This design comes from an exercise in tuning for small area, a short achievable clock period and few clock cycles per item on the open sky130 flow, not from production work.
RTL that was checked went through simulation tests only; none was proved equivalent to the original.
For run 1, only the layout was checked, not whether the RTL still works.
Power figures rest on the tool's default switching activity, not on a simulated workload.

==> flow/design.v (outline; a module is shown in full before it is edited, if it fits) <==
// module tpu_dot4_a: 410 lines
// module tpu_dot4_b: 237 lines
// module tpu_top: 170 lines
module tpu_top
(
    input  logic        clk,
    input  logic        rst,
    input  logic        psel,
    input  logic        penable,
    input  logic        pwrite,
    input  logic [7:0]  paddr,
    input  logic [31:0] pwdata,
    output logic [31:0] prdata,
    output logic        pready,
    output logic        pslverr
);
  // ...
==> flow/flow/run.sh <==
#!/bin/bash
set -euo pipefail
bash standard.sh SETUP_SLACK_MARGIN=7.0 MATCH_CELL_FOOTPRINT=0 \
    "BUFFER_PORTS_ARGS=-buffer_cell sky130_fd_sc_hd__buf_2" finish > flow_make.log 2>&1
==> flow/standard.sh <==
#!/bin/bash
# synth_recipe.tcl (not shown) runs the flow's synth.tcl, then flattens the netlist and writes it again
# the make line also repeats each setting of config.mk as NAME=value (left out here)
make -C /OpenROAD-flow-scripts/flow DESIGN_CONFIG=/design/flow/config.mk WORK_HOME=/design/flow/orfs CLKGATE_MAP_FILE= SYNTH_SCRIPT=/design/flow/synth_recipe.tcl "${@:-finish}"
==> flow/config.mk <==
export PLATFORM = sky130hd
export DESIGN_NAME = tpu_top
export DESIGN_NICKNAME = tpu_top
export VERILOG_FILES = /design/flow/design.v
export SDC_FILE = /design/flow/constraint.sdc
export NUM_CORES = 4
export LEC_CHECK = 0
export CAP_MARGIN = 20
export CORE_MARGIN = 2
export CORE_UTILIZATION = 55
export SLEW_MARGIN = 20
==> flow/constraint.sdc <==
create_clock -name core_clock -period 10.0 [get_ports {clk}]
set_input_delay 2.0000 -clock core_clock [delete_from_list [all_inputs] [get_ports {clk}]]
set_output_delay 2.0000 -clock core_clock [all_outputs]
set_load 0.01 [all_outputs]
==> impl_metrics.tcl, run 1 <==
set metrics [dict create \
    arrival_ns 1.25 \
    yosys_warnings 11 \
    cp-start-kind "flip-flop" \
    wl_met2_um 36800 \
    clkCellAreaFrac_pct 5.48 \
    io_buffers 54 \
    p_int_mw 3.61 \
    comb.multi_input.count 1596 \
    max_freq_mhz 308 \
    grt_pass1_wl_um 117000 \
    synthXorXnorAreaFrac_pct 0.747 \
    cp-endpoint "prdata[22]" \
    cp_slowest_cell "dfxtp_4" \
    p_leak_nw 12.2 \
    tapCellCount 672 \
    cts_sinks 561 \
    synthTopCellsByCount "449 x dfxtp_1, 321 x nor2_1, 277 x mux2i_1" \
    ctsResizeCount 137 \
    timing.final.max_slew_violations 0 \
    maxPowerGroup "sequential cells" \
    regArea_sq_mm 0.0124 \
    rr_endpoint "res[12][2]" \
    holdBufCountCts 0 \
    endpoint_kind "output pin" \
    cts_buffers 57 \
    cts-root-buf "clkbuf_16" \
    r2r_setup_slack_ns 6.92 \
    use_met3_pct 4.38 \
    cts_buffer_depth 3 \
    via_count 18990 \
    grtUsageMet2_pct 47.9 \
    seq_cell_count 561 \
    min_to "pz3" \
    vias_per_cell 5.67 \
    ys_ff_latch 561 \
    synth_top_family_by_area "adder cells" \
    grt_pass1_vias 19109 \
    cp_num_buf_inv 2 \
    met1_usage_pct 40.7 \
    rsz0062_at_grt "yes" \
    hold_viol 0 \
    synth_ff_type "dfxtp_1" \
    grt_max_degree 104 \
    outcome "timing/DRC/antenna clean" \
]
==> run 2: changes to the inputs <==
==> flow/design.v (replaced) <==
package tpu_pkg;
    localparam int N      = 4;
    localparam int DATA_W = 8;
    localparam int ACC_W  = 18;   
    localparam int ADDR_W = 8;
    localparam logic [ADDR_W-1:0] CTRL_ADDR   = 8'h00;
    localparam logic [ADDR_W-1:0] STATUS_ADDR = 8'h04;
endpackage
`timescale 1ns/1ps
module tpu_dot4_a
(
    input  logic [7:0]  a0, a1, a2, a3,
    input  logic [7:0]  w0, w1, w2, w3,
    output logic [62:0] m
);
    wire s1 = ~(a0[0] & w0[0]) ^ ~(a1[0] & w1[0]) ^ ~(a2[0] & w2[0]);
    wire c2 = (~(a0[0] & w0[0]) & ~(a1[0] & w1[0])) | (~(a0[0] & w0[0]) & ~(a2[0] & w2[0])) | (~(a1[0] & w1[0]) & ~(a2[0] & w2[0]));
    wire s3 = ~(a0[0] & w0[1]) ^ ~(a0[1] & w0[0]) ^ ~(a1[0] & w1[1]);
    wire c4 = (~(a0[0] & w0[1]) & ~(a0[1] & w0[0])) | (~(a0[0] & w0[1]) & ~(a1[0] & w1[1])) | (~(a0[1] & w0[0]) & ~(a1[0] & w1[1]));
    wire s5 = ~(a1[1] & w1[0]) ^ ~(a2[0] & w2[1]) ^ ~(a2[1] & w2[0]);
    wire c6 = (~(a1[1] & w1[0]) & ~(a2[0] & w2[1])) | (~(a1[1] & w1[0]) & ~(a2[1] & w2[0])) | (~(a2[0] & w2[1]) & ~(a2[1] & w2[0]));
    wire s7 = ~(a0[0] & w0[2]) ^ ~(a0[1] & w0[1]) ^ ~(a0[2] & w0[0]);
    wire c8 = (~(a0[0] & w0[2]) & ~(a0[1] & w0[1])) | (~(a0[0] & w0[2]) & ~(a0[2] & w0[0])) | (~(a0[1] & w0[1]) & ~(a0[2] & w0[0]));
    wire s9 = ~(a1[0] & w1[2]) ^ ~(a1[1] & w1[1]) ^ ~(a1[2] & w1[0]);
    wire c10 = (~(a1[0] & w1[2]) & ~(a1[1] & w1[1])) | (~(a1[0] & w1[2]) & ~(a1[2] & w1[0])) | (~(a1[1] & w1[1]) & ~(a1[2] & w1[0]));
    wire s11 = ~(a2[0] & w2[2]) ^ ~(a2[1] & w2[1]) ^ ~(a2[2] & w2[0]);
    wire c12 = (~(a2[0] & w2[2]) & ~(a2[1] & w2[1])) | (~(a2[0] & w2[2]) & ~(a2[2] & w2[0])) | (~(a2[1] & w2[1]) & ~(a2[2] & w2[0]));
    wire s13 = ~(a3[0] & w3[2]) ^ ~(a3[1] & w3[1]) ^ ~(a3[2] & w3[0]);
    wire c14 = (~(a3[0] & w3[2]) & ~(a3[1] & w3[1])) | (~(a3[0] & w3[2]) & ~(a3[2] & w3[0])) | (~(a3[1] & w3[1]) & ~(a3[2] & w3[0]));
    wire s15 = ~(a0[0] & w0[3]) ^ ~(a0[1] & w0[2]) ^ ~(a0[2] & w0[1]);
    wire c16 = (~(a0[0] & w0[3]) & ~(a0[1] & w0[2])) | (~(a0[0] & w0[3]) & ~(a0[2] & w0[1])) | (~(a0[1] & w0[2]) & ~(a0[2] & w0[1]));
    wire s17 = ~(a0[3] & w0[0]) ^ ~(a1[0] & w1[3]) ^ ~(a1[1] & w1[2]);
    wire c18 = (~(a0[3] & w0[0]) & ~(a1[0] & w1[3])) | (~(a0[3] & w0[0]) & ~(a1[1] & w1[2])) | (~(a1[0] & w1[3]) & ~(a1[1] & w1[2]));
    wire s19 = ~(a1[2] & w1[1]) ^ ~(a1[3] & w1[0]) ^ ~(a2[0] & w2[3]);
    wire c20 = (~(a1[2] & w1[1]) & ~(a1[3] & w1[0])) | (~(a1[2] & w1[1]) & ~(a2[0] & w2[3])) | (~(a1[3] & w1[0]) & ~(a2[0] & w2[3]));
    wire s21 = ~(a2[1] & w2[2]) ^ ~(a2[2] & w2[1]) ^ ~(a2[3] & w2[0]);
    wire c22 = (~(a2[1] & w2[2]) & ~(a2[2] & w2[1])) | (~(a2[1] & w2[2]) & ~(a2[3] & w2[0])) | (~(a2[2] & w2[1]) & ~(a2[3] & w2[0]));
    wire s23 = ~(a3[0] & w3[3]) ^ ~(a3[1] & w3[2]) ^ ~(a3[2] & w3[1]);
    wire c24 = (~(a3[0] & w3[3]) & ~(a3[1] & w3[2])) | (~(a3[0] & w3[3]) & ~(a3[2] & w3[1])) | (~(a3[1] & w3[2]) & ~(a3[2] & w3[1]));
    wire s25 = ~(a0[0] & w0[4]) ^ ~(a0[1] & w0[3]) ^ ~(a0[2] & w0[2]);
    wire c26 = (~(a0[0] & w0[4]) & ~(a0[1] & w0[3])) | (~(a0[0] & w0[4]) & ~(a0[2] & w0[2])) | (~(a0[1] & w0[3]) & ~(a0[2] & w0[2]));
    wire s27 = ~(a0[3] & w0[1]) ^ ~(a0[4] & w0[0]) ^ ~(a1[0] & w1[4]);
    wire c28 = (~(a0[3] & w0[1]) & ~(a0[4] & w0[0])) | (~(a0[3] & w0[1]) & ~(a1[0] & w1[4])) | (~(a0[4] & w0[0]) & ~(a1[0] & w1[4]));
    wire s29 = ~(a1[1] & w1[3]) ^ ~(a1[2] & w1[2]) ^ ~(a1[3] & w1[1]);
    wire c30 = (~(a1[1] & w1[3]) & ~(a1[2] & w1[2])) | (~(a1[1] & w1[3]) & ~(a1[3] & w1[1])) | (~(a1[2] & w1[2]) & ~(a1[3] & w1[1]));
    wire s31 = ~(a1[4] & w1[0]) ^ ~(a2[0] & w2[4]) ^ ~(a2[1] & w2[3]);
    wire c32 = (~(a1[4] & w1[0]) & ~(a2[0] & w2[4])) | (~(a1[4] & w1[0]) & ~(a2[1] & w2[3])) | (~(a2[0] & w2[4]) & ~(a2[1] & w2[3]));
    wire s33 = ~(a2[2] & w2[2]) ^ ~(a2[3] & w2[1]) ^ ~(a2[4] & w2[0]);
    wire c34 = (~(a2[2] & w2[2]) & ~(a2[3] & w2[1])) | (~(a2[2] & w2[2]) & ~(a2[4] & w2[0])) | (~(a2[3] & w2[1]) & ~(a2[4] & w2[0]));
    wire s35 = ~(a3[0] & w3[4]) ^ ~(a3[1] & w3[3]) ^ ~(a3[2] & w3[2]);
    wire c36 = (~(a3[0] & w3[4]) & ~(a3[1] & w3[3])) | (~(a3[0] & w3[4]) & ~(a3[2] & w3[2])) | (~(a3[1] & w3[3]) & ~(a3[2] & w3[2]));
    wire s37 = ~(a0[0] & w0[5]) ^ ~(a0[1] & w0[4]) ^ ~(a0[2] & w0[3]);
    wire c38 = (~(a0[0] & w0[5]) & ~(a0[1] & w0[4])) | (~(a0[0] & w0[5]) & ~(a0[2] & w0[3])) | (~(a0[1] & w0[4]) & ~(a0[2] & w0[3]));
    wire s39 = ~(a0[3] & w0[2]) ^ ~(a0[4] & w0[1]) ^ ~(a0[5] & w0[0]);
    wire c40 = (~(a0[3] & w0[2]) & ~(a0[4] & w0[1])) | (~(a0[3] & w0[2]) & ~(a0[5] & w0[0])) | (~(a0[4] & w0[1]) & ~(a0[5] & w0[0]));
    wire s41 = ~(a1[0] & w1[5]) ^ ~(a1[1] & w1[4]) ^ ~(a1[2] & w1[3]);
    wire c42 = (~(a1[0] & w1[5]) & ~(a1[1] & w1[4])) | (~(a1[0] & w1[5]) & ~(a1[2] & w1[3])) | (~(a1[1] & w1[4]) & ~(a1[2] & w1[3]));
    wire s43 = ~(a1[3] & w1[2]) ^ ~(a1[4] & w1[1]) ^ ~(a1[5] & w1[0]);
    wire c44 = (~(a1[3] & w1[2]) & ~(a1[4] & w1[1])) | (~(a1[3] & w1[2]) & ~(a1[5] & w1[0])) | (~(a1[4] & w1[1]) & ~(a1[5] & w1[0]));
    wire s45 = ~(a2[0] & w2[5]) ^ ~(a2[1] & w2[4]) ^ ~(a2[2] & w2[3]);
    wire c46 = (~(a2[0] & w2[5]) & ~(a2[1] & w2[4])) | (~(a2[0] & w2[5]) & ~(a2[2] & w2[3])) | (~(a2[1] & w2[4]) & ~(a2[2] & w2[3]));
    wire s47 = ~(a2[3] & w2[2]) ^ ~(a2[4] & w2[1]) ^ ~(a2[5] & w2[0]);
    wire c48 = (~(a2[3] & w2[2]) & ~(a2[4] & w2[1])) | (~(a2[3] & w2[2]) & ~(a2[5] & w2[0])) | (~(a2[4] & w2[1]) & ~(a2[5] & w2[0]));
    wire s49 = ~(a3[0] & w3[5]) ^ ~(a3[1] & w3[4]) ^ ~(a3[2] & w3[3]);
    wire c50 = (~(a3[0] & w3[5]) & ~(a3[1] & w3[4])) | (~(a3[0] & w3[5]) & ~(a3[2] & w3[3])) | (~(a3[1] & w3[4]) & ~(a3[2] & w3[3]));
    wire s51 = ~(a3[3] & w3[2]) ^ ~(a3[4] & w3[1]) ^ ~(a3[5] & w3[0]);
    wire c52 = (~(a3[3] & w3[2]) & ~(a3[4] & w3[1])) | (~(a3[3] & w3[2]) & ~(a3[5] & w3[0])) | (~(a3[4] & w3[1]) & ~(a3[5] & w3[0]));
    wire s53 = ~(a0[0] & w0[6]) ^ ~(a0[1] & w0[5]) ^ ~(a0[2] & w0[4]);
    wire c54 = (~(a0[0] & w0[6]) & ~(a0[1] & w0[5])) | (~(a0[0] & w0[6]) & ~(a0[2] & w0[4])) | (~(a0[1] & w0[5]) & ~(a0[2] & w0[4]));
    wire s55 = ~(a0[3] & w0[3]) ^ ~(a0[4] & w0[2]) ^ ~(a0[5] & w0[1]);
    wire c56 = (~(a0[3] & w0[3]) & ~(a0[4] & w0[2])) | (~(a0[3] & w0[3]) & ~(a0[5] & w0[1])) | (~(a0[4] & w0[2]) & ~(a0[5] & w0[1]));
    wire s57 = ~(a0[6] & w0[0]) ^ ~(a1[0] & w1[6]) ^ ~(a1[1] & w1[5]);
    wire c58 = (~(a0[6] & w0[0]) & ~(a1[0] & w1[6])) | (~(a0[6] & w0[0]) & ~(a1[1] & w1[5])) | (~(a1[0] & w1[6]) & ~(a1[1] & w1[5]));
    wire s59 = ~(a1[2] & w1[4]) ^ ~(a1[3] & w1[3]) ^ ~(a1[4] & w1[2]);
    wire c60 = (~(a1[2] & w1[4]) & ~(a1[3] & w1[3])) | (~(a1[2] & w1[4]) & ~(a1[4] & w1[2])) | (~(a1[3] & w1[3]) & ~(a1[4] & w1[2]));
    wire s61 = ~(a1[5] & w1[1]) ^ ~(a1[6] & w1[0]) ^ ~(a2[0] & w2[6]);
    wire c62 = (~(a1[5] & w1[1]) & ~(a1[6] & w1[0])) | (~(a1[5] & w1[1]) & ~(a2[0] & w2[6])) | (~(a1[6] & w1[0]) & ~(a2[0] & w2[6]));
    wire s63 = ~(a2[1] & w2[5]) ^ ~(a2[2] & w2[4]) ^ ~(a2[3] & w2[3]);
    wire c64 = (~(a2[1] & w2[5]) & ~(a2[2] & w2[4])) | (~(a2[1] & w2[5]) & ~(a2[3] & w2[3])) | (~(a2[2] & w2[4]) & ~(a2[3] & w2[3]));
    wire s65 = ~(a2[4] & w2[2]) ^ ~(a2[5] & w2[1]) ^ ~(a2[6] & w2[0]);
    wire c66 = (~(a2[4] & w2[2]) & ~(a2[5] & w2[1])) | (~(a2[4] & w2[2]) & ~(a2[6] & w2[0])) | (~(a2[5] & w2[1]) & ~(a2[6] & w2[0]));
    wire s67 = ~(a3[0] & w3[6]) ^ ~(a3[1] & w3[5]) ^ ~(a3[2] & w3[4]);
    wire c68 = (~(a3[0] & w3[6]) & ~(a3[1] & w3[5])) | (~(a3[0] & w3[6]) & ~(a3[2] & w3[4])) | (~(a3[1] & w3[5]) & ~(a3[2] & w3[4]));
    wire s69 = ~(a3[3] & w3[3]) ^ ~(a3[4] & w3[2]) ^ ~(a3[5] & w3[1]);
    wire c70 = (~(a3[3] & w3[3]) & ~(a3[4] & w3[2])) | (~(a3[3] & w3[3]) & ~(a3[5] & w3[1])) | (~(a3[4] & w3[2]) & ~(a3[5] & w3[1]));
    wire s71 = ~(a0[0] & w0[7]) ^ ~(a0[7] & w0[0]) ^ ~(a1[0] & w1[7]);
    wire c72 = (~(a0[0] & w0[7]) & ~(a0[7] & w0[0])) | (~(a0[0] & w0[7]) & ~(a1[0] & w1[7])) | (~(a0[7] & w0[0]) & ~(a1[0] & w1[7]));
    wire s73 = ~(a0[1] & w0[6]) ^ ~(a0[2] & w0[5]) ^ ~(a0[3] & w0[4]);
    wire c74 = (~(a0[1] & w0[6]) & ~(a0[2] & w0[5])) | (~(a0[1] & w0[6]) & ~(a0[3] & w0[4])) | (~(a0[2] & w0[5]) & ~(a0[3] & w0[4]));
    wire s75 = ~(a0[4] & w0[3]) ^ ~(a0[5] & w0[2]) ^ ~(a0[6] & w0[1]);
    wire c76 = (~(a0[4] & w0[3]) & ~(a0[5] & w0[2])) | (~(a0[4] & w0[3]) & ~(a0[6] & w0[1])) | (~(a0[5] & w0[2]) & ~(a0[6] & w0[1]));
    wire s77 = ~(a1[1] & w1[6]) ^ ~(a1[2] & w1[5]) ^ ~(a1[3] & w1[4]);
    wire c78 = (~(a1[1] & w1[6]) & ~(a1[2] & w1[5])) | (~(a1[1] & w1[6]) & ~(a1[3] & w1[4])) | (~(a1[2] & w1[5]) & ~(a1[3] & w1[4]));
    wire s79 = ~(a1[4] & w1[3]) ^ ~(a1[5] & w1[2]) ^ ~(a1[6] & w1[1]);
    wire c80 = (~(a1[4] & w1[3]) & ~(a1[5] & w1[2])) | (~(a1[4] & w1[3]) & ~(a1[6] & w1[1])) | (~(a1[5] & w1[2]) & ~(a1[6] & w1[1]));
    wire s81 = ~(a1[7] & w1[0]) ^ ~(a2[0] & w2[7]) ^ ~(a2[7] & w2[0]);
    wire c82 = (~(a1[7] & w1[0]) & ~(a2[0] & w2[7])) | (~(a1[7] & w1[0]) & ~(a2[7] & w2[0])) | (~(a2[0] & w2[7]) & ~(a2[7] & w2[0]));
    wire s83 = ~(a2[1] & w2[6]) ^ ~(a2[2] & w2[5]) ^ ~(a2[3] & w2[4]);
    wire c84 = (~(a2[1] & w2[6]) & ~(a2[2] & w2[5])) | (~(a2[1] & w2[6]) & ~(a2[3] & w2[4])) | (~(a2[2] & w2[5]) & ~(a2[3] & w2[4]));
    wire s85 = ~(a2[4] & w2[3]) ^ ~(a2[5] & w2[2]) ^ ~(a2[6] & w2[1]);
    wire c86 = (~(a2[4] & w2[3]) & ~(a2[5] & w2[2])) | (~(a2[4] & w2[3]) & ~(a2[6] & w2[1])) | (~(a2[5] & w2[2]) & ~(a2[6] & w2[1]));
    wire s87 = ~(a3[0] & w3[7]) ^ ~~(a3[1] & w3[6]) ^ ~~(a3[2] & w3[5]);
    wire c88 = (~(a3[0] & w3[7]) & ~~(a3[1] & w3[6])) | (~(a3[0] & w3[7]) & ~~(a3[2] & w3[5])) | (~~(a3[1] & w3[6]) & ~~(a3[2] & w3[5]));
    wire s89 = ~(a3[3] & w3[4]) ^ ~(a3[4] & w3[3]) ^ ~(a3[5] & w3[2]);
    wire c90 = (~(a3[3] & w3[4]) & ~(a3[4] & w3[3])) | (~(a3[3] & w3[4]) & ~(a3[5] & w3[2])) | (~(a3[4] & w3[3]) & ~(a3[5] & w3[2]));
    wire s91 = ~(a0[1] & w0[7]) ^ ~(a0[7] & w0[1]) ^ ~(a1[1] & w1[7]);
    wire c92 = (~(a0[1] & w0[7]) & ~(a0[7] & w0[1])) | (~(a0[1] & w0[7]) & ~(a1[1] & w1[7])) | (~(a0[7] & w0[1]) & ~(a1[1] & w1[7]));
    wire s93 = ~(a0[2] & w0[6]) ^ ~(a0[3] & w0[5]) ^ ~(a0[4] & w0[4]);
    wire c94 = (~(a0[2] & w0[6]) & ~(a0[3] & w0[5])) | (~(a0[2] & w0[6]) & ~(a0[4] & w0[4])) | (~(a0[3] & w0[5]) & ~(a0[4] & w0[4]));
    wire s95 = ~(a0[5] & w0[3]) ^ ~(a0[6] & w0[2]) ^ ~(a1[2] & w1[6]);
    wire c96 = (~(a0[5] & w0[3]) & ~(a0[6] & w0[2])) | (~(a0[5] & w0[3]) & ~(a1[2] & w1[6])) | (~(a0[6] & w0[2]) & ~(a1[2] & w1[6]));
    wire s97 = ~(a1[3] & w1[5]) ^ ~(a1[4] & w1[4]) ^ ~(a1[5] & w1[3]);
    wire c98 = (~(a1[3] & w1[5]) & ~(a1[4] & w1[4])) | (~(a1[3] & w1[5]) & ~(a1[5] & w1[3])) | (~(a1[4] & w1[4]) & ~(a1[5] & w1[3]));
    wire s99 = ~(a1[6] & w1[2]) ^ ~(a2[2] & w2[6]) ^ ~(a2[3] & w2[5]);
    wire c100 = (~(a1[6] & w1[2]) & ~(a2[2] & w2[6])) | (~(a1[6] & w1[2]) & ~(a2[3] & w2[5])) | (~(a2[2] & w2[6]) & ~(a2[3] & w2[5]));
    wire s101 = ~(a1[7] & w1[1]) ^ ~(a2[1] & w2[7]) ^ ~(a2[7] & w2[1]);
    wire c102 = (~(a1[7] & w1[1]) & ~(a2[1] & w2[7])) | (~(a1[7] & w1[1]) & ~(a2[7] & w2[1])) | (~(a2[1] & w2[7]) & ~(a2[7] & w2[1]));
    wire s103 = ~(a2[4] & w2[4]) ^ ~(a2[5] & w2[3]) ^ ~(a2[6] & w2[2]);
    wire c104 = (~(a2[4] & w2[4]) & ~(a2[5] & w2[3])) | (~(a2[4] & w2[4]) & ~(a2[6] & w2[2])) | (~(a2[5] & w2[3]) & ~(a2[6] & w2[2]));
    wire s105 = ~(a3[1] & w3[7]) ^ ~~(a3[2] & w3[6]) ^ ~~(a3[3] & w3[5]);
    wire c106 = (~(a3[1] & w3[7]) & ~~(a3[2] & w3[6])) | (~(a3[1] & w3[7]) & ~~(a3[3] & w3[5])) | (~~(a3[2] & w3[6]) & ~~(a3[3] & w3[5]));
    wire s107 = ~(a3[4] & w3[4]) ^ ~(a3[5] & w3[3]) ^ ~(a3[6] & w3[2]);
    wire c108 = (~(a3[4] & w3[4]) & ~(a3[5] & w3[3])) | (~(a3[4] & w3[4]) & ~(a3[6] & w3[2])) | (~(a3[5] & w3[3]) & ~(a3[6] & w3[2]));
    wire s109 = ~(a0[2] & w0[7]) ^ ~(a0[7] & w0[2]) ^ ~(a1[2] & w1[7]);
    wire c110 = (~(a0[2] & w0[7]) & ~(a0[7] & w0[2])) | (~(a0[2] & w0[7]) & ~(a1[2] & w1[7])) | (~(a0[7] & w0[2]) & ~(a1[2] & w1[7]));
    wire s111 = ~(a0[3] & w0[6]) ^ ~(a0[4] & w0[5]) ^ ~(a0[5] & w0[4]);
    wire c112 = (~(a0[3] & w0[6]) & ~(a0[4] & w0[5])) | (~(a0[3] & w0[6]) & ~(a0[5] & w0[4])) | (~(a0[4] & w0[5]) & ~(a0[5] & w0[4]));
    wire s113 = ~(a0[6] & w0[3]) ^ ~(a1[3] & w1[6]) ^ ~(a1[4] & w1[5]);
    wire c114 = (~(a0[6] & w0[3]) & ~(a1[3] & w1[6])) | (~(a0[6] & w0[3]) & ~(a1[4] & w1[5])) | (~(a1[3] & w1[6]) & ~(a1[4] & w1[5]));
    wire s115 = ~(a1[5] & w1[4]) ^ ~(a1[6] & w1[3]) ^ ~(a2[3] & w2[6]);
    wire c116 = (~(a1[5] & w1[4]) & ~(a1[6] & w1[3])) | (~(a1[5] & w1[4]) & ~(a2[3] & w2[6])) | (~(a1[6] & w1[3]) & ~(a2[3] & w2[6]));
    wire s117 = ~(a1[7] & w1[2]) ^ ~(a2[2] & w2[7]) ^ ~(a2[7] & w2[2]);
    wire c118 = (~(a1[7] & w1[2]) & ~(a2[2] & w2[7])) | (~(a1[7] & w1[2]) & ~(a2[7] & w2[2])) | (~(a2[2] & w2[7]) & ~(a2[7] & w2[2]));
    wire s119 = ~(a2[4] & w2[5]) ^ ~(a2[5] & w2[4]) ^ ~(a2[6] & w2[3]);
    wire c120 = (~(a2[4] & w2[5]) & ~(a2[5] & w2[4])) | (~(a2[4] & w2[5]) & ~(a2[6] & w2[3])) | (~(a2[5] & w2[4]) & ~(a2[6] & w2[3]));
    wire s121 = ~(a3[2] & w3[7]) ^ ~~(a3[3] & w3[6]) ^ ~~(a3[4] & w3[5]);
    wire c122 = (~(a3[2] & w3[7]) & ~~(a3[3] & w3[6])) | (~(a3[2] & w3[7]) & ~~(a3[4] & w3[5])) | (~~(a3[3] & w3[6]) & ~~(a3[4] & w3[5]));
    wire s123 = ~~(a3[5] & w3[4]) ^ ~~(a3[6] & w3[3]) ^ ~(a3[7] & w3[2]);
    wire c124 = (~~(a3[5] & w3[4]) & ~~(a3[6] & w3[3])) | (~~(a3[5] & w3[4]) & ~(a3[7] & w3[2])) | (~~(a3[6] & w3[3]) & ~(a3[7] & w3[2]));
    wire s125 = ~(a0[3] & w0[7]) ^ ~(a0[7] & w0[3]) ^ ~(a1[3] & w1[7]);
    wire c126 = (~(a0[3] & w0[7]) & ~(a0[7] & w0[3])) | (~(a0[3] & w0[7]) & ~(a1[3] & w1[7])) | (~(a0[7] & w0[3]) & ~(a1[3] & w1[7]));
    wire s127 = ~(a0[4] & w0[6]) ^ ~(a0[5] & w0[5]) ^ ~(a0[6] & w0[4]);
    wire c128 = (~(a0[4] & w0[6]) & ~(a0[5] & w0[5])) | (~(a0[4] & w0[6]) & ~(a0[6] & w0[4])) | (~(a0[5] & w0[5]) & ~(a0[6] & w0[4]));
    wire s129 = ~(a1[4] & w1[6]) ^ ~(a1[5] & w1[5]) ^ ~(a1[6] & w1[4]);
    wire c130 = (~(a1[4] & w1[6]) & ~(a1[5] & w1[5])) | (~(a1[4] & w1[6]) & ~(a1[6] & w1[4])) | (~(a1[5] & w1[5]) & ~(a1[6] & w1[4]));
    wire s131 = ~(a1[7] & w1[3]) ^ ~(a2[3] & w2[7]) ^ ~(a2[7] & w2[3]);
    wire c132 = (~(a1[7] & w1[3]) & ~(a2[3] & w2[7])) | (~(a1[7] & w1[3]) & ~(a2[7] & w2[3])) | (~(a2[3] & w2[7]) & ~(a2[7] & w2[3]));
    wire s133 = ~(a2[4] & w2[6]) ^ ~(a2[5] & w2[5]) ^ ~(a2[6] & w2[4]);
    wire c134 = (~(a2[4] & w2[6]) & ~(a2[5] & w2[5])) | (~(a2[4] & w2[6]) & ~(a2[6] & w2[4])) | (~(a2[5] & w2[5]) & ~(a2[6] & w2[4]));
    wire s135 = ~(a3[3] & w3[7]) ^ ~(a3[7] & w3[3]) ^ 1'b1;
    wire c136 = (~(a3[3] & w3[7]) & ~(a3[7] & w3[3])) | (~(a3[3] & w3[7]) & 1'b1) | (~(a3[7] & w3[3]) & 1'b1);
    wire s137 = ~(a3[4] & w3[6]) ^ ~(a3[5] & w3[5]) ^ ~(a3[6] & w3[4]);
    wire c138 = (~(a3[4] & w3[6]) & ~(a3[5] & w3[5])) | (~(a3[4] & w3[6]) & ~(a3[6] & w3[4])) | (~(a3[5] & w3[5]) & ~(a3[6] & w3[4]));
    wire s139 = ~(a0[4] & w0[7]) ^ ~(a0[7] & w0[4]) ^ ~(a1[4] & w1[7]);
    wire c140 = (~(a0[4] & w0[7]) & ~(a0[7] & w0[4])) | (~(a0[4] & w0[7]) & ~(a1[4] & w1[7])) | (~(a0[7] & w0[4]) & ~(a1[4] & w1[7]));
    wire s141 = ~(a0[5] & w0[6]) ^ ~(a0[6] & w0[5]) ^ ~(a1[5] & w1[6]);
    wire c142 = (~(a0[5] & w0[6]) & ~(a0[6] & w0[5])) | (~(a0[5] & w0[6]) & ~(a1[5] & w1[6])) | (~(a0[6] & w0[5]) & ~(a1[5] & w1[6]));
    wire s143 = ~(a1[6] & w1[5]) ^ ~(a2[5] & w2[6]) ^ ~(a2[6] & w2[5]);
    wire c144 = (~(a1[6] & w1[5]) & ~(a2[5] & w2[6])) | (~(a1[6] & w1[5]) & ~(a2[6] & w2[5])) | (~(a2[5] & w2[6]) & ~(a2[6] & w2[5]));
    wire s145 = ~(a1[7] & w1[4]) ^ ~(a2[4] & w2[7]) ^ ~(a2[7] & w2[4]);
    wire c146 = (~(a1[7] & w1[4]) & ~(a2[4] & w2[7])) | (~(a1[7] & w1[4]) & ~(a2[7] & w2[4])) | (~(a2[4] & w2[7]) & ~(a2[7] & w2[4]));
    wire s147 = ~(a3[4] & w3[7]) ^ ~~(a3[5] & w3[6]) ^ ~~(a3[6] & w3[5]);
    wire c148 = (~(a3[4] & w3[7]) & ~~(a3[5] & w3[6])) | (~(a3[4] & w3[7]) & ~~(a3[6] & w3[5])) | (~~(a3[5] & w3[6]) & ~~(a3[6] & w3[5]));
    wire s149 = ~(a0[5] & w0[7]) ^ ~(a0[7] & w0[5]) ^ ~(a1[5] & w1[7]);
    wire c150 = (~(a0[5] & w0[7]) & ~(a0[7] & w0[5])) | (~(a0[5] & w0[7]) & ~(a1[5] & w1[7])) | (~(a0[7] & w0[5]) & ~(a1[5] & w1[7]));
    wire s151 = ~(a0[6] & w0[6]) ^ ~(a1[6] & w1[6]) ^ ~(a2[6] & w2[6]);
    wire c152 = (~(a0[6] & w0[6]) & ~(a1[6] & w1[6])) | (~(a0[6] & w0[6]) & ~(a2[6] & w2[6])) | (~(a1[6] & w1[6]) & ~(a2[6] & w2[6]));
    wire s153 = ~(a1[7] & w1[5]) ^ ~(a2[5] & w2[7]) ^ ~(a2[7] & w2[5]);
    wire c154 = (~(a1[7] & w1[5]) & ~(a2[5] & w2[7])) | (~(a1[7] & w1[5]) & ~(a2[7] & w2[5])) | (~(a2[5] & w2[7]) & ~(a2[7] & w2[5]));
    wire s155 = ~(a3[5] & w3[7]) ^ ~~(a3[6] & w3[6]) ^ ~(a3[7] & w3[5]);
    wire c156 = (~(a3[5] & w3[7]) & ~~(a3[6] & w3[6])) | (~(a3[5] & w3[7]) & ~(a3[7] & w3[5])) | (~~(a3[6] & w3[6]) & ~(a3[7] & w3[5]));
    wire s157 = ~(a0[6] & w0[7]) ^ ~(a0[7] & w0[6]) ^ ~(a1[6] & w1[7]);
    wire c158 = (~(a0[6] & w0[7]) & ~(a0[7] & w0[6])) | (~(a0[6] & w0[7]) & ~(a1[6] & w1[7])) | (~(a0[7] & w0[6]) & ~(a1[6] & w1[7]));
    wire s159 = ~(a1[7] & w1[6]) ^ ~(a2[6] & w2[7]) ^ ~(a2[7] & w2[6]);
    wire c160 = (~(a1[7] & w1[6]) & ~(a2[6] & w2[7])) | (~(a1[7] & w1[6]) & ~(a2[7] & w2[6])) | (~(a2[6] & w2[7]) & ~(a2[7] & w2[6]));
    wire s161 = ~(a0[7] & w0[7]) ^ ~(a1[7] & w1[7]) ^ ~(a2[7] & w2[7]);
    wire c162 = (~(a0[7] & w0[7]) & ~(a1[7] & w1[7])) | (~(a0[7] & w0[7]) & ~(a2[7] & w2[7])) | (~(a1[7] & w1[7]) & ~(a2[7] & w2[7]));
    wire s163 = ~(a3[0] & w3[1]) ^ ~(a3[1] & w3[0]) ^ c2;
    wire c164 = (~(a3[0] & w3[1]) & ~(a3[1] & w3[0])) | (~(a3[0] & w3[1]) & c2) | (~(a3[1] & w3[0]) & c2);
    wire s165 = c4 ^ c6 ^ s7;
    wire c166 = (c4 & c6) | (c4 & s7) | (c6 & s7);
    wire s167 = s9 ^ s11 ^ s13;
    wire c168 = (s9 & s11) | (s9 & s13) | (s11 & s13);
    wire s169 = ~(a3[3] & w3[0]) ^ c8 ^ c10;
    wire c170 = (~(a3[3] & w3[0]) & c8) | (~(a3[3] & w3[0]) & c10) | (c8 & c10);
    wire s171 = c12 ^ c14 ^ s15;
    wire c172 = (c12 & c14) | (c12 & s15) | (c14 & s15);
    wire s173 = s17 ^ s19 ^ s21;
    wire c174 = (s17 & s19) | (s17 & s21) | (s19 & s21);
    wire s175 = ~(a3[3] & w3[1]) ^ ~(a3[4] & w3[0]) ^ c16;
    wire c176 = (~(a3[3] & w3[1]) & ~(a3[4] & w3[0])) | (~(a3[3] & w3[1]) & c16) | (~(a3[4] & w3[0]) & c16);
    wire s177 = c18 ^ c20 ^ c22;
    wire c178 = (c18 & c20) | (c18 & c22) | (c20 & c22);
    wire s179 = c24 ^ s25 ^ s27;
    wire c180 = (c24 & s25) | (c24 & s27) | (s25 & s27);
    wire s181 = s29 ^ s31 ^ s33;
    wire c182 = (s29 & s31) | (s29 & s33) | (s31 & s33);
    wire s183 = c26 ^ c28 ^ c30;
    wire c184 = (c26 & c28) | (c26 & c30) | (c28 & c30);
    wire s185 = c32 ^ c34 ^ c36;
    wire c186 = (c32 & c34) | (c32 & c36) | (c34 & c36);
    wire s187 = s37 ^ s39 ^ s41;
    wire c188 = (s37 & s39) | (s37 & s41) | (s39 & s41);
    wire s189 = s43 ^ s45 ^ s47;
    wire c190 = (s43 & s45) | (s43 & s47) | (s45 & s47);
    wire s191 = ~(a3[6] & w3[0]) ^ c38 ^ c40;
    wire c192 = (~(a3[6] & w3[0]) & c38) | (~(a3[6] & w3[0]) & c40) | (c38 & c40);
    wire s193 = c42 ^ c44 ^ c46;
    wire c194 = (c42 & c44) | (c42 & c46) | (c44 & c46);
    wire s195 = c48 ^ c50 ^ c52;
    wire c196 = (c48 & c50) | (c48 & c52) | (c50 & c52);
    wire s197 = s53 ^ s55 ^ s57;
    wire c198 = (s53 & s55) | (s53 & s57) | (s55 & s57);
    wire s199 = s59 ^ s61 ^ s63;
    wire c200 = (s59 & s61) | (s59 & s63) | (s61 & s63);
    wire s201 = s65 ^ s67 ^ s69;
    wire c202 = (s65 & s67) | (s65 & s69) | (s67 & s69);
    wire s203 = ~(a3[6] & w3[1]) ^ c54 ^ c56;
    wire c204 = (~(a3[6] & w3[1]) & c54) | (~(a3[6] & w3[1]) & c56) | (c54 & c56);
    wire s205 = ~(a3[7] & w3[0]) ^ s71 ^ s81;
    wire c206 = (~(a3[7] & w3[0]) & s71) | (~(a3[7] & w3[0]) & s81) | (s71 & s81);
    wire s207 = c58 ^ c60 ^ c62;
    wire c208 = (c58 & c60) | (c58 & c62) | (c60 & c62);
    wire s209 = c64 ^ c66 ^ c68;
    wire c210 = (c64 & c66) | (c64 & c68) | (c66 & c68);
    wire s211 = c70 ^ s73 ^ s75;
    wire c212 = (c70 & s73) | (c70 & s75) | (s73 & s75);
    wire s213 = s77 ^ s79 ^ s83;
    wire c214 = (s77 & s79) | (s77 & s83) | (s79 & s83);
    wire s215 = ~s85 ^ s87 ^ ~s89;
    wire c216 = (~s85 & s87) | (~s85 & ~s89) | (s87 & ~s89);
    wire s217 = ~(a3[7] & w3[1]) ^ c72 ^ c82;
    wire c218 = (~(a3[7] & w3[1]) & c72) | (~(a3[7] & w3[1]) & c82) | (c72 & c82);
    wire s219 = c74 ^ c76 ^ c78;
    wire c220 = (c74 & c76) | (c74 & c78) | (c76 & c78);
    wire s221 = c80 ^ c84 ^ c86;
    wire c222 = (c80 & c84) | (c80 & c86) | (c84 & c86);
    wire s223 = c88 ^ s91 ^ s101;
    wire c224 = (c88 & s91) | (c88 & s101) | (s91 & s101);
    wire s225 = c90 ^ s93 ^ s95;
    wire c226 = (c90 & s93) | (c90 & s95) | (s93 & s95);
    wire s227 = s97 ^ s99 ^ s103;
    wire c228 = (s97 & s99) | (s97 & s103) | (s99 & s103);
    wire s229 = c92 ^ c102 ^ c106;
    wire c230 = (c92 & c102) | (c92 & c106) | (c102 & c106);
    wire s231 = c94 ^ c96 ^ c98;
    wire c232 = (c94 & c96) | (c94 & c98) | (c96 & c98);
    wire s233 = c100 ^ c104 ^ c108;
    wire c234 = (c100 & c104) | (c100 & c108) | (c104 & c108);
    wire s235 = s109 ^ s117 ^ s121;
    wire c236 = (s109 & s117) | (s109 & s121) | (s117 & s121);
    wire s237 = s111 ^ s113 ^ s115;
    wire c238 = (s111 & s113) | (s111 & s115) | (s113 & s115);
    wire s239 = c110 ^ c118 ^ c122;
    wire c240 = (c110 & c118) | (c110 & c122) | (c118 & c122);
    wire s241 = c112 ^ c114 ^ c116;
    wire c242 = (c112 & c114) | (c112 & c116) | (c114 & c116);
    wire s243 = c120 ^ s127 ^ s129;
    wire c244 = (c120 & s127) | (c120 & s129) | (s127 & s129);
    wire s245 = c124 ^ s125 ^ s131;
    wire c246 = (c124 & s125) | (c124 & s131) | (s125 & s131);
    wire s247 = ~s133 ^ s135 ^ ~s137;
    wire c248 = (~s133 & s135) | (~s133 & ~s137) | (s135 & ~s137);
    wire s249 = ~(a3[7] & w3[4]) ^ c126 ^ c132;
    wire c250 = (~(a3[7] & w3[4]) & c126) | (~(a3[7] & w3[4]) & c132) | (c126 & c132);
    wire s251 = c128 ^ c130 ^ c134;
    wire c252 = (c128 & c130) | (c128 & c134) | (c130 & c134);
    wire s253 = c136 ^ s139 ^ s145;
    wire c254 = (c136 & s139) | (c136 & s145) | (s139 & s145);
    wire s255 = c138 ^ s141 ^ s143;
    wire c256 = (c138 & s141) | (c138 & s143) | (s141 & s143);
    wire s257 = c140 ^ c146 ^ c148;
    wire c258 = (c140 & c146) | (c140 & c148) | (c146 & c148);
    wire s259 = c142 ^ c144 ^ s151;
    wire c260 = (c142 & c144) | (c142 & s151) | (c144 & s151);
    wire s261 = s149 ^ s153 ^ s155;
    wire c262 = (s149 & s153) | (s149 & s155) | (s153 & s155);
    wire s263 = ~(a3[6] & w3[7]) ^ ~(a3[7] & w3[6]) ^ c150;
    wire c264 = (~(a3[6] & w3[7]) & ~(a3[7] & w3[6])) | (~(a3[6] & w3[7]) & c150) | (~(a3[7] & w3[6]) & c150);
    wire s265 = ~c152 ^ c154 ^ c156;
    wire c266 = (~c152 & c154) | (~c152 & c156) | (c154 & c156);
    wire s267 = ~~(a3[7] & w3[7]) ^ c158 ^ c160;
    wire c268 = (~~(a3[7] & w3[7]) & c158) | (~~(a3[7] & w3[7]) & c160) | (c158 & c160);
    wire s269 = s3 ^ s5 ^ s163;
    wire c270 = (s3 & s5) | (s3 & s163) | (s5 & s163);
    wire s271 = c164 ^ s165 ^ s167;
    wire c272 = (c164 & s165) | (c164 & s167) | (s165 & s167);
    wire s273 = s23 ^ c166 ^ c168;
    wire c274 = (s23 & c166) | (s23 & c168) | (c166 & c168);
    wire s275 = s169 ^ s171 ^ s173;
    wire c276 = (s169 & s171) | (s169 & s173) | (s171 & s173);
    wire s277 = s35 ^ c170 ^ c172;
    wire c278 = (s35 & c170) | (s35 & c172) | (c170 & c172);
    wire s279 = c174 ^ s175 ^ s177;
    wire c280 = (c174 & s175) | (c174 & s177) | (s175 & s177);
    wire s281 = s49 ^ s51 ^ c176;
    wire c282 = (s49 & s51) | (s49 & c176) | (s51 & c176);
    wire s283 = c178 ^ c180 ^ c182;
    wire c284 = (c178 & c180) | (c178 & c182) | (c180 & c182);
    wire s285 = s183 ^ s185 ^ s187;
    wire c286 = (s183 & s185) | (s183 & s187) | (s185 & s187);
    wire s287 = c184 ^ c186 ^ c188;
    wire c288 = (c184 & c186) | (c184 & c188) | (c186 & c188);
    wire s289 = c190 ^ s191 ^ s193;
    wire c290 = (c190 & s191) | (c190 & s193) | (s191 & s193);
    wire s291 = s195 ^ s197 ^ s199;
    wire c292 = (s195 & s197) | (s195 & s199) | (s197 & s199);
    wire s293 = c192 ^ c194 ^ c196;
    wire c294 = (c192 & c194) | (c192 & c196) | (c194 & c196);
    wire s295 = c198 ^ c200 ^ c202;
    wire c296 = (c198 & c200) | (c198 & c202) | (c200 & c202);
    wire s297 = s203 ^ s207 ^ s209;
    wire c298 = (s203 & s207) | (s203 & s209) | (s207 & s209);
    wire s299 = s205 ^ ~s211 ^ ~s213;
    wire c300 = (s205 & ~s211) | (s205 & ~s213) | (~s211 & ~s213);
    wire s301 = s105 ^ c206 ^ c216;
    wire c302 = (s105 & c206) | (s105 & c216) | (c206 & c216);
    wire s303 = s107 ^ c204 ^ c208;
    wire c304 = (s107 & c204) | (s107 & c208) | (c204 & c208);
    wire s305 = c210 ^ c212 ^ c214;
    wire c306 = (c210 & c212) | (c210 & c214) | (c212 & c214);
    wire s307 = s217 ^ ~s219 ^ ~s221;
    wire c308 = (s217 & ~s219) | (s217 & ~s221) | (~s219 & ~s221);
    wire s309 = s223 ^ ~s225 ^ ~s227;
    wire c310 = (s223 & ~s225) | (s223 & ~s227) | (~s225 & ~s227);
    wire s311 = s119 ^ c220 ^ c222;
    wire c312 = (s119 & c220) | (s119 & c222) | (c220 & c222);
    wire s313 = s123 ^ c218 ^ c224;
    wire c314 = (s123 & c218) | (s123 & c224) | (c218 & c224);
    wire s315 = c226 ^ c228 ^ s231;
    wire c316 = (c226 & c228) | (c226 & s231) | (c228 & s231);
    wire s317 = s229 ^ ~s233 ^ s235;
    wire c318 = (s229 & ~s233) | (s229 & s235) | (~s233 & s235);
    wire s319 = c230 ^ c236 ^ s239;
    wire c320 = (c230 & c236) | (c230 & s239) | (c236 & s239);
    wire s321 = c232 ^ c234 ^ c238;
    wire c322 = (c232 & c234) | (c232 & c238) | (c234 & c238);
    wire s323 = ~s241 ^ ~s243 ^ s245;
    wire c324 = (~s241 & ~s243) | (~s241 & s245) | (~s243 & s245);
    wire s325 = s147 ^ c240 ^ c246;
    wire c326 = (s147 & c240) | (s147 & c246) | (c240 & c246);
    wire s327 = c242 ^ c244 ^ s251;
    wire c328 = (c242 & c244) | (c242 & s251) | (c244 & s251);
    wire s329 = c248 ^ s249 ^ s253;
    wire c330 = (c248 & s249) | (c248 & s253) | (s249 & s253);
    wire s331 = c250 ^ c254 ^ s257;
    wire c332 = (c250 & c254) | (c250 & s257) | (c254 & s257);
    wire s333 = c252 ^ c256 ^ s259;
    wire c334 = (c252 & c256) | (c252 & s259) | (c256 & s259);
    wire s335 = s157 ^ s159 ^ c258;
    wire c336 = (s157 & s159) | (s157 & c258) | (s159 & c258);
    wire s337 = ~c260 ^ c262 ^ s263;
    wire c338 = (~c260 & c262) | (~c260 & s263) | (c262 & s263);
    wire s339 = ~s161 ^ c264 ^ c266;
    wire c340 = (~s161 & c264) | (~s161 & c266) | (c264 & c266);
    wire s341 = c272 ^ s273 ^ s275;
    wire c342 = (c272 & s273) | (c272 & s275) | (s273 & s275);
    wire s343 = s179 ^ s181 ^ c274;
    wire c344 = (s179 & s181) | (s179 & c274) | (s181 & c274);
    wire s345 = c276 ^ s277 ^ s279;
    wire c346 = (c276 & s277) | (c276 & s279) | (s277 & s279);
    wire s347 = s189 ^ c278 ^ c280;
    wire c348 = (s189 & c278) | (s189 & c280) | (c278 & c280);
    wire s349 = s281 ^ s283 ^ s285;
    wire c350 = (s281 & s283) | (s281 & s285) | (s283 & s285);
    wire s351 = s201 ^ c282 ^ c284;
    wire c352 = (s201 & c282) | (s201 & c284) | (c282 & c284);
    wire s353 = c286 ^ s287 ^ s289;
    wire c354 = (c286 & s287) | (c286 & s289) | (s287 & s289);
    wire s355 = s215 ^ ~c288 ^ ~c290;
    wire c356 = (s215 & ~c288) | (s215 & ~c290) | (~c288 & ~c290);
    wire s357 = c292 ^ s293 ^ s295;
    wire c358 = (c292 & s293) | (c292 & s295) | (s293 & s295);
    wire s359 = c294 ^ c296 ^ c298;
    wire c360 = (c294 & c296) | (c294 & c298) | (c296 & c298);
    wire s361 = c300 ^ s301 ^ s307;
    wire c362 = (c300 & s301) | (c300 & s307) | (s301 & s307);
    wire s363 = ~s303 ^ ~s305 ^ s309;
    wire c364 = (~s303 & ~s305) | (~s303 & s309) | (~s305 & s309);
    wire s365 = s237 ^ c304 ^ c306;
    wire c366 = (s237 & c304) | (s237 & c306) | (c304 & c306);
    wire s367 = c302 ^ c308 ^ c310;
    wire c368 = (c302 & c308) | (c302 & c310) | (c308 & c310);
    wire s369 = ~s311 ^ s313 ^ ~s315;
    wire c370 = (~s311 & s313) | (~s311 & ~s315) | (s313 & ~s315);
    wire s371 = s247 ^ c314 ^ c318;
    wire c372 = (s247 & c314) | (s247 & c318) | (c314 & c318);
    wire s373 = c312 ^ c316 ^ s321;
    wire c374 = (c312 & c316) | (c312 & s321) | (c316 & s321);
    wire s375 = s255 ^ c322 ^ s327;
    wire c376 = (s255 & c322) | (s255 & s327) | (c322 & s327);
    wire s377 = c320 ^ c324 ^ s325;
    wire c378 = (c320 & c324) | (c320 & s325) | (c324 & s325);
    wire s379 = s261 ^ c326 ^ c330;
    wire c380 = (s261 & c326) | (s261 & c330) | (c326 & c330);
    wire s381 = ~c328 ^ s331 ^ ~s333;
    wire c382 = (~c328 & s331) | (~c328 & ~s333) | (s331 & ~s333);
    wire s383 = s265 ^ c332 ^ s335;
    wire c384 = (s265 & c332) | (s265 & s335) | (c332 & s335);
    wire s385 = s267 ^ c336 ^ c338;
    wire c386 = (s267 & c336) | (s267 & c338) | (c336 & c338);
    wire s387 = ~c162 ^ c268 ^ c340;
    wire c388 = (~c162 & c268) | (~c162 & c340) | (c268 & c340);
    assign m[0] = ~(a3[0] & w3[0]);
    assign m[1] = s1;
    assign m[2] = s269;
    assign m[3] = c270;
    assign m[4] = s271;
    assign m[5] = s341;
    assign m[6] = c342;
    assign m[7] = s343;
    assign m[8] = s345;
    assign m[9] = c344;
    assign m[10] = c346;
    assign m[11] = s347;
    assign m[12] = s349;
    assign m[13] = s291;
    assign m[14] = c348;
    assign m[15] = c350;
    assign m[16] = s351;
    assign m[17] = s353;
    assign m[18] = s297;
    assign m[19] = s299;
    assign m[20] = c352;
    assign m[21] = c354;
    assign m[22] = s355;
    assign m[23] = s357;
    assign m[24] = c356;
    assign m[25] = c358;
    assign m[26] = s359;
    assign m[27] = s361;
    assign m[28] = s363;
    assign m[29] = s317;
    assign m[30] = c360;
    assign m[31] = c362;
    assign m[32] = c364;
    assign m[33] = s365;
    assign m[34] = s367;
    assign m[35] = s369;
    assign m[36] = s319;
    assign m[37] = s323;
    assign m[38] = c366;
    assign m[39] = c368;
    assign m[40] = c370;
    assign m[41] = s371;
    assign m[42] = s373;
    assign m[43] = s329;
    assign m[44] = c372;
    assign m[45] = c374;
    assign m[46] = s375;
    assign m[47] = s377;
    assign m[48] = c376;
    assign m[49] = c378;
    assign m[50] = s379;
    assign m[51] = s381;
    assign m[52] = c334;
    assign m[53] = s337;
    assign m[54] = c380;
    assign m[55] = c382;
    assign m[56] = s383;
    assign m[57] = s339;
    assign m[58] = c384;
    assign m[59] = s385;
    assign m[60] = c386;
    assign m[61] = s387;
    assign m[62] = c388;
endmodule
module tpu_dot4_b
(
    input  logic [62:0] m,
    output logic [17:0] r0,
    output logic [17:0] r1
);
    wire s389 = m[29] ^ ~m[30];
    wire c390 = m[29] & ~m[30];
    wire s391 = m[36] ^ m[37] ^ m[39];
    wire c392 = (m[36] & m[37]) | (m[36] & m[39]) | (m[37] & m[39]);
    wire s393 = m[13] ^ m[14];
    wire c394 = ~(m[13] | m[14]);
    wire s395 = m[18] ^ m[20] ^ m[21];
    wire c396 = (m[18] & m[20]) | (m[18] & m[21]) | (m[20] & m[21]);
    wire s397 = m[19] ^ m[22];
    wire c398 = m[19] & m[22];
    wire s399 = m[24] ^ m[27] ^ m[28];
    wire c400 = (m[24] & m[27]) | (m[24] & m[28]) | (m[27] & m[28]);
    wire s401 = m[25] ^ m[26];
    wire c402 = ~(m[25] | m[26]);
    wire s403 = m[31] ^ m[32] ^ m[34];
    wire c404 = (m[31] & m[32]) | (m[31] & m[34]) | (m[32] & m[34]);
    wire s405 = ~m[33] ^ m[35] ^ s389;
    wire c406 = (~m[33] & m[35]) | (~m[33] & s389) | (m[35] & s389);
    wire s407 = ~m[38] ^ m[40] ^ m[41];
    wire c408 = (~m[38] & m[40]) | (~m[38] & m[41]) | (m[40] & m[41]);
    wire s409 = ~m[42] ^ s391 ^ c390;
    wire c410 = (~m[42] & s391) | (~m[42] & c390) | (s391 & c390);
    wire s411 = m[43] ^ m[44] ^ m[47];
    wire c412 = (m[43] & m[44]) | (m[43] & m[47]) | (m[44] & m[47]);
    wire s413 = ~m[45] ^ ~m[46] ^ c392;
    wire c414 = (~m[45] & ~m[46]) | (~m[45] & c392) | (~m[46] & c392);
    wire s415 = ~m[48] ^ m[49] ^ m[50];
    wire c416 = (~m[48] & m[49]) | (~m[48] & m[50]) | (m[49] & m[50]);
    wire s417 = ~m[52] ^ m[53] ^ m[54];
    wire c418 = (~m[52] & m[53]) | (~m[52] & m[54]) | (m[53] & m[54]);
    wire s419 = m[9] ^ m[10];
    wire c420 = ~(m[9] | m[10]);
    wire s421 = m[15] ^ m[16] ^ m[17];
    wire c422 = (m[15] & m[16]) | (m[15] & m[17]) | (m[16] & m[17]);
    wire s423 = ~m[23] ^ ~s395 ^ s397;
    wire c424 = (~m[23] & ~s395) | (~m[23] & s397) | (~s395 & s397);
    wire s425 = s399 ^ s401 ^ c398;
    wire c426 = (s399 & s401) | (s399 & c398) | (s401 & c398);
    wire s427 = s403 ^ s405 ^ c400;
    wire c428 = (s403 & s405) | (s403 & c400) | (s405 & c400);
    wire s429 = s407 ^ s409 ^ c404;
    wire c430 = (s407 & s409) | (s407 & c404) | (s409 & c404);
    wire s431 = s411 ^ s413 ^ c408;
    wire c432 = (s411 & s413) | (s411 & c408) | (s413 & c408);
    wire s433 = m[51] ^ s415 ^ c412;
    wire c434 = (m[51] & s415) | (m[51] & c412) | (s415 & c412);
    wire s435 = m[55] ^ m[56] ^ s417;
    wire c436 = (m[55] & m[56]) | (m[55] & s417) | (m[56] & s417);
    wire s437 = m[57] ^ m[58] ^ m[59];
    wire c438 = (m[57] & m[58]) | (m[57] & m[59]) | (m[58] & m[59]);
    wire s439 = m[6] ^ m[7];
    wire c440 = ~(m[6] | m[7]);
    wire s441 = ~m[11] ^ ~m[12] ^ s419;
    wire c442 = (~m[11] & ~m[12]) | (~m[11] & s419) | (~m[12] & s419);
    wire s443 = s393 ^ ~s421 ^ c420;
    wire c444 = (s393 & ~s421) | (s393 & c420) | (~s421 & c420);
    wire s445 = c394 ^ s423 ^ ~c422;
    wire c446 = (c394 & s423) | (c394 & ~c422) | (s423 & ~c422);
    wire s447 = ~c396 ^ s425 ^ c424;
    wire c448 = (~c396 & s425) | (~c396 & c424) | (s425 & c424);
    wire s449 = c402 ^ s427 ^ c426;
    wire c450 = (c402 & s427) | (c402 & c426) | (s427 & c426);
    wire s451 = c406 ^ s429 ^ c428;
    wire c452 = (c406 & s429) | (c406 & c428) | (s429 & c428);
    wire s453 = c410 ^ s431 ^ c430;
    wire c454 = (c410 & s431) | (c410 & c430) | (s431 & c430);
    wire s455 = c414 ^ s433 ^ c432;
    wire c456 = (c414 & s433) | (c414 & c432) | (s433 & c432);
    wire s457 = c416 ^ s435 ^ c434;
    wire c458 = (c416 & s435) | (c416 & c434) | (s435 & c434);
    wire s459 = c418 ^ s437 ^ c436;
    wire c460 = (c418 & s437) | (c418 & c436) | (s437 & c436);
    wire s461 = m[60] ^ m[61] ^ c438;
    wire c462 = (m[60] & m[61]) | (m[60] & c438) | (m[61] & c438);
    assign r0[0] = ~m[0];
    assign r1[0] = ~m[1];
    assign r0[1] = ~m[2];
    assign r1[1] = 1'b0;
    assign r0[2] = ~m[3];
    assign r1[2] = ~m[4];
    assign r0[3] = ~m[5];
    assign r1[3] = 1'b0;
    assign r0[4] = ~m[8];
    assign r1[4] = s439;
    assign r0[5] = s441;
    assign r1[5] = c440;
    assign r0[6] = s443;
    assign r1[6] = c442;
    assign r0[7] = s445;
    assign r1[7] = c444;
    assign r0[8] = s447;
    assign r1[8] = c446;
    assign r0[9] = s449;
    assign r1[9] = c448;
    assign r0[10] = s451;
    assign r1[10] = c450;
    assign r0[11] = s453;
    assign r1[11] = c452;
    assign r0[12] = s455;
    assign r1[12] = c454;
    assign r0[13] = s457;
    assign r1[13] = c456;
    assign r0[14] = s459;
    assign r1[14] = c458;
    assign r0[15] = s461;
    assign r1[15] = c460;
    assign r0[16] = m[62];
    assign r1[16] = c462;
    assign r0[17] = 1'b0;
    assign r1[17] = 1'b0;
endmodule
`timescale 1ns/1ps
module tpu_top
(
    input  logic        clk,
    input  logic        rst,
    input  logic        psel,
    input  logic        penable,
    input  logic        pwrite,
    input  logic [7:0]  paddr,
    input  logic [31:0] pwdata,
    output logic [31:0] prdata,
    output logic        pready,
    output logic        pslverr
);
    localparam int MW = 63;   
    logic [7:0] aq   [4][4];     
    logic [7:0] wq   [4][4];     
    logic [6:0] res  [16];       
    logic       res_ok;          
    logic       busy;
    logic       done;
    logic       go_q;            
    logic       wact;            
    logic       fin_q;           
    logic [3:0] wcnt;            
    logic [3:0] t;               
    logic [3:0] idx;
    logic       aligned, is_ctrl, is_status, is_feat, is_wgt, is_res, mapped;
    assign idx       = paddr[5:2];
    assign aligned   = (paddr[1:0] == 2'b00);
    assign is_ctrl   = (paddr == 8'h00);
    assign is_status = (paddr == 8'h04);
    assign is_feat   = aligned && (paddr[7:6] == 2'd1);
    assign is_wgt    = aligned && (paddr[7:6] == 2'd2);
    assign is_res    = aligned && (paddr[7:6] == 2'd3);
    assign mapped    = is_ctrl || is_status || is_feat || is_wgt || is_res;
    logic [MW-1:0] m, mq;
    logic [17:0]   r0, r1, rq0, rq1, sum;
    logic [6:0]    act;
    logic [6:0]    act_w;        
    logic          pz2, pz3;     
    logic [3:0]    e3;           
    logic          res_we;       
    tpu_dot4_a i_dot_a (
        .a0 (aq[0][0]), .a1 (aq[0][1]), .a2 (aq[0][2]), .a3 (aq[0][3]),
        .w0 (wq[0][0]), .w1 (wq[1][0]), .w2 (wq[2][0]), .w3 (wq[3][0]),
        .m  (m)
    );
    tpu_dot4_b i_dot_b (
        .m  (mq),
        .r0 (r0),
        .r1 (r1)
    );
    assign sum    = rq0 + rq1 + 18'h20000;
    assign act    = sum[17] ? 7'd0 : (|sum[16:7]) ? 7'd127 : sum[6:0];
    assign act_w  = pz3 ? 7'd0 : act;
    assign e3     = t - 4'd2;
    assign res_we = wact;
    logic fin;                 
    logic busy_nx, done_nx;    
    logic err_setup;           
    assign fin     = fin_q;
    assign busy_nx = busy && !fin;
    assign done_nx = done || fin;
    assign err_setup = !mapped || (pwrite && (is_status || is_res))
                    || (pwrite && busy_nx && (is_feat || is_wgt || (is_ctrl && pwdata[0])));
    logic       setup, wr_ok, go_s, we_feat, we_wgt;
    logic [1:0] wlc [4];         
    logic [1:0] alr [4];         
    logic [3:0] t_nx;
    logic       arot;            
    assign setup   = psel && !penable;
    assign wr_ok   = setup && pwrite && aligned && !busy_nx;
    assign go_s    = setup && pwrite && is_ctrl && pwdata[0] && !busy_nx;
    assign we_feat = wr_ok && (paddr[7:6] == 2'd1);
    assign we_wgt  = wr_ok && (paddr[7:6] == 2'd2);
    assign t_nx    = t + 4'd1;
    assign arot    = (t[1:0] == 2'd3);
    always_comb begin
        for (int c = 0; c < 4; c++) wlc[c] = 2'(c) + t_nx[1:0];
        for (int r = 0; r < 4; r++) alr[r] = 2'(r) + t_nx[3:2];
    end
    logic [7:0] pa_q;            
    always_ff @(posedge clk) pa_q <= paddr;
    logic [6:0] rd_r;
    logic [7:0] rd_fast;
    always_comb begin
        rd_r = res[idx];
        rd_fast = ({8{is_res && res_ok}} & {1'b0, rd_r})
                | ({8{is_status}} & {6'd0, done_nx, busy_nx});
    end
    logic [7:0] rd_slow;
    logic       hit;
    assign rd_slow = pa_q[7] ? wq[pa_q[5:4]][0] : aq[0][pa_q[3:2]];
    assign hit     = pa_q[7] ? (t[1:0] == pa_q[3:2]) : (t[3:2] == pa_q[5:4]);
    logic       op_rd;           
    logic       st_wait;         
    logic [7:0] rd_q;
    logic       err_q;
    logic       rdy_q;
    assign op_rd   = !pwrite && aligned && (paddr[7:6] == 2'd1 || paddr[7:6] == 2'd2);
    assign st_wait = !pwrite && is_status && busy_nx;
    always_ff @(posedge clk) begin
        rd_q  <= (!rdy_q && pa_q[7:6] != 2'd0) ? rd_slow : rd_fast;
        err_q <= err_setup;
        if (psel && !penable) rdy_q <= !(op_rd || st_wait);
        else rdy_q <= rdy_q || ((pa_q[7:6] == 2'd0) ? fin : hit);
    end
    assign prdata  = {{24{rd_q[7]}}, rd_q};
    assign pslverr = err_q;
    assign pready  = rdy_q;
    always_ff @(posedge clk) begin
        for (int r = 0; r < 4; r++) begin
            for (int k = 0; k < 4; k++) begin
                if (rst) aq[r][k] <= 8'd0;
                else if (we_feat && paddr[5:4] == alr[r] && paddr[3:2] == 2'(k)) aq[r][k] <= pwdata[7:0];
                else if (arot) aq[r][k] <= aq[(r + 1) % 4][k];
            end
        end
        for (int k = 0; k < 4; k++) begin
            for (int c = 0; c < 4; c++) begin
                if (rst) wq[k][c] <= 8'd0;
                else if (we_wgt && paddr[5:4] == 2'(k) && paddr[3:2] == wlc[c]) wq[k][c] <= pwdata[7:0];
                else wq[k][c] <= wq[k][(c + 1) % 4];
            end
        end
    end
    always_ff @(posedge clk) begin
        if (rst) begin
            busy   <= 1'b0;
            done   <= 1'b0;
            res_ok <= 1'b0;
            go_q   <= 1'b0;
            fin_q  <= 1'b0;
            wact   <= 1'b0;
            wcnt   <= 4'd0;
            t      <= 4'd0;
        end else begin
            go_q <= go_s;
            fin_q <= wact && (wcnt == 4'd15);
            if (go_q) begin
                busy <= 1'b1;
                done <= 1'b0;
            end else if (fin) begin
                busy   <= 1'b0;
                done   <= 1'b1;
                res_ok <= 1'b1;
            end
            if (go_s) begin
                wact <= 1'b1;
                wcnt <= 4'd0;
            end else if (wact) begin
                if (wcnt == 4'd15) wact <= 1'b0;
                wcnt <= wcnt + 4'd1;
            end
            t <= t + 4'd1;
        end
    end
    always_ff @(posedge clk) begin
        for (int e = 0; e < 16; e++) begin
            if (res_we && e3 == 4'(e)) res[e] <= act_w;
        end
    end
    always_ff @(posedge clk) begin
        mq    <= m;
        rq0   <= r0;
        rq1   <= r1;
        pz2   <= rst;
        pz3   <= pz2;
    end
endmodule
==> flow/flow/run.sh (replaced) <==
#!/bin/bash
set -euo pipefail
bash standard.sh SETUP_SLACK_MARGIN=6.8 MATCH_CELL_FOOTPRINT=0 \
    "BUFFER_PORTS_ARGS=-buffer_cell sky130_fd_sc_hd__buf_2" finish > flow_make.log 2>&1
==> impl_metrics.tcl, run 2 <==
set metrics [dict create \
    yosys_warnings 11 \
    swShare_pct 22.5 \
    grt_max_degree 140 \
    tightest_slew_ns 1.15 \
    finalSetupTns_ns 0 \
    power_switching_mw 0.932 \
    wl_per_cell_um 22.7 \
    hold_viol 0 \
    max-vdd-ir-drop_v 0.000135 \
    cts_tree "done" \
    final_cell_mix "373 x dfxtp_1, 301 x nor2_1, 274 x mux2i_1" \
    clkLatencyLatePin_ns 0.61 \
    clockPowerShare_pct 45.7 \
    numPlacedInstances 2969 \
    cts_buffers 52 \
    worstSetupStartpoint "paddr[3]" \
    vias_per_cell 5.70 \
    io_pins 79 \
    critical_path.cell_chain "buf_12 > clkbuf_16 > and2_4 > a22o_1 > a221o_1 > a221oi_2 > o21ai_1 > o211ai_1 > o21ai_2" \
    die_h_um 225 \
    die_w_um 225 \
    critical_path_class "input pin to flip-flop" \
    period_share_pct 32.9 \
    layout_min_cycle_time_ns 3.29 \
    syn_to_final_growth_pct 13.2 \
    worstPathRequired_ns 10.46 \
    synthesis.area_sq_mm 0.0269 \
    reg.largest.list "aq: 128 flops, wq: 128 flops, res: 112 flops" \
    hp-start "mq[62]" \
    cp_max_fo 8 \
    grt_pass1_wl_um 108000 \
    setup_viol 0 \
    die-area_sq_mm 0.0506 \
    crit_path_max_incr_delay_ns 0.35 \
    grt_pass1_vias 17875 \
    via_count 17871 \
    cap_violations 0 \
    dr.pass1.iters 5 \
    ant_nets 0 \
    final_common_cell "dfxtp_1" \
    grt-ovfl-total 0 \
    cp_slowest_cell "a221o_1" \
    yosysSeqAreaShare_pct 41.0 \
    io_buffers 54 \
    h-tree-depth 2 \
    initial_core_util_pct 55.4 \
    worst_clock_skew_ns 0.0279 \
    relSlewSlack_pct 22.8 \
    p_int_mw 3.22 \
    synth_top_area_cell "dfxtp_1" \
    ys_ff_latch 495 \
    synthTopCellsByCount "383 x dfxtp_1, 308 x nor2_1, 278 x mux2i_1" \
    drc_errors 0 \
    cts-root-buf "clkbuf_16" \
    drive_gt1_share_pct 16.9 \
    max_freq_mhz 304 \
    routed_wl_um 71200 \
    yosysMostFrequentCell "dfxtp_1" \
    synthDominantCellAreaShare_pct 28.5 \
    synth.net_count 2771 \
    rsz0062_at_grt "yes" \
    worst_hold_path_type "flip-flop to flip-flop" \
    num_antenna_cells 0 \
    holdBufCountCts 0 \
    cp_num_buf_inv 2 \
    endpoint_kind "flip-flop" \
    synth_top_cells_by_area "dfxtp_1 29%, fa_1 17%, edfxtp_1 13%" \
    antenna_found_initial 0 \
    dp_hpwl_um 46900 \
    r2r_start "wq[0][1]" \
    synth.avg_cell_area_sq_um 10.9 \
    synth_edf_count 112 \
    cts_buffer_depth 3 \
    outcome "timing/DRC/antenna clean" \
    cp-start-kind "input pin" \
    nets 2776 \
    power_density_mw_per_mm2 136 \
    ys_types 73 \
    crit_family "compound AO/OA/AOI/OAI gates" \
    arrival_ns 3.75 \
    rows 81 \
    synth_ff_type "dfxtp_1" \
    p_leak_nw 11.9 \
    power_frac_seq_pct 49.3 \
    core_area_sq_mm 0.0485 \
    drt_iter0_markers 1314 \
    globalplace.congestion 0.826 \
    clk_pin_slew_ns 0.06 \
    final_cells 3134 \
    synthArstFlopShare_pct 0 \
    grt.total_usage_pct 28.4 \
    power_frac_comb_pct 5.0 \
    synth_cells 2468 \
    timing.final.max_slew_violations 0 \
    cts_sinks 495 \
]
[run 2: changes by cell type after synthesis, moves of 11 or more]
cell | before | now
nor2_4 | 0 | 16
inv_1 | 240 | 219
a211oi_1 | 104 | 68
clkbuf_1 | 144 | 133
and2_1 | 140 | 172
nand2_1 | 178 | 125
dfxtp_1 | 449 | 383
nor2_2 | 18 | 0
nor2_1 | 321 | 308
mux2_2 | 38 | 70
[run 2: worst paths after layout]
path / endpoint / slack [ns] / depth (start not counted)
setup / recovery: rd_q[2] / 6.71 / 9
hold / removal: rq0[16] / 0.33 / 0
hold reg to reg: rq0[16] / 0.33 / 0
setup reg to reg: mq[28] / 6.88 / 7
[run 2: timing repair]
action,CTS,global route
buffers inserted,45,19
cloned,8,0
pin swaps,30,32
endpoints found under the setup margin,406,358
gates resized for setup,73,73
[run 2: stage by stage]
stage               setup slack (ns)  hold WS, ns  total power, mW  utilization (%)  area, sq um
finish                          6.71        0.333             4.15             62.7        30400
CTS                             6.63        0.336             4.17             61.8        30000
detailed placement              5.46        0.315             2.25             56.3        27300
global route                    6.69        0.344             4.27             62.7        30400
global placement                5.49        0.320             2.25             56.3        27300
floorplan                       6.58        0.310             2.21                -        27100
[run 2: cell families after synthesis]
logic type / after synthesis / share of synthesized area [%]
fa+ha+maj: 258 / 18.3
xor+xnor: 24 / 0.838
flops: 495 / 41.0
buf+inv: 409 / 6.13
mux: 367 / 14.8
compound gates: 205 / 5.49
simple gates: 710 / 13.4
[run 2: cell type report]
| class | count | area (sq um) |
|---|---|---|
| inverters | 219 | 830 |
| repair buffers | 141 | 1500 |
| well taps | 622 | 778 |
| fillers | 3937 | 18100 |
| multi-input cells | 1564 | 14600 |
| clock inverters | 13 | 110 |
| flip-flops and latches | 495 | 11000 |
| clock buffers | 80 | 1570 |
[run 2: power by group through the flow]
| stage | sequential, mW | combinational, mW | clock [mW] |
|---|---|---|---|
| finish | 2.05 | 0.208 | 1.89 |
| global route | 2.05 | 0.219 | 2.01 |
| CTS | 2.05 | 0.191 | 1.93 |
| detailed placement | 2.09 | 0.162 | 0 |
| global placement | 2.09 | 0.160 | 0 |
| floorplan | 2.08 | 0.126 | 0 |
[run 2: per-layer routing]
metal	up-vias	track usage (%)	wire [um]
met5	-	0	0
met4	0	8.08	1790
met3	129	4.04	4730
met2	633	45.1	32900
met1	9001	40.9	31800
li1	8108	-	-
[run 2: worst reg2reg max path, cell delays in order (launching register included)]
cell	delay, ns
dfxtp_1	0.71
nand2_1	0.17
fa_1	0.52
fa_1	0.52
inv_1	0.08
fa_1	0.54
inv_1	0.05
fa_1	0.42
Testbench counts of run 2, summed over its fixed seeds: cycles 17,664, jobs 192.

Setup slack of run 2, layout unchanged: 6.713 ns with ideal ports, 6.692 ns with driving cells assumed (clock clkbuf_16, inputs buf_2), 6.064 ns with port delays also shifted by the 0.657 ns mid clock arrival.
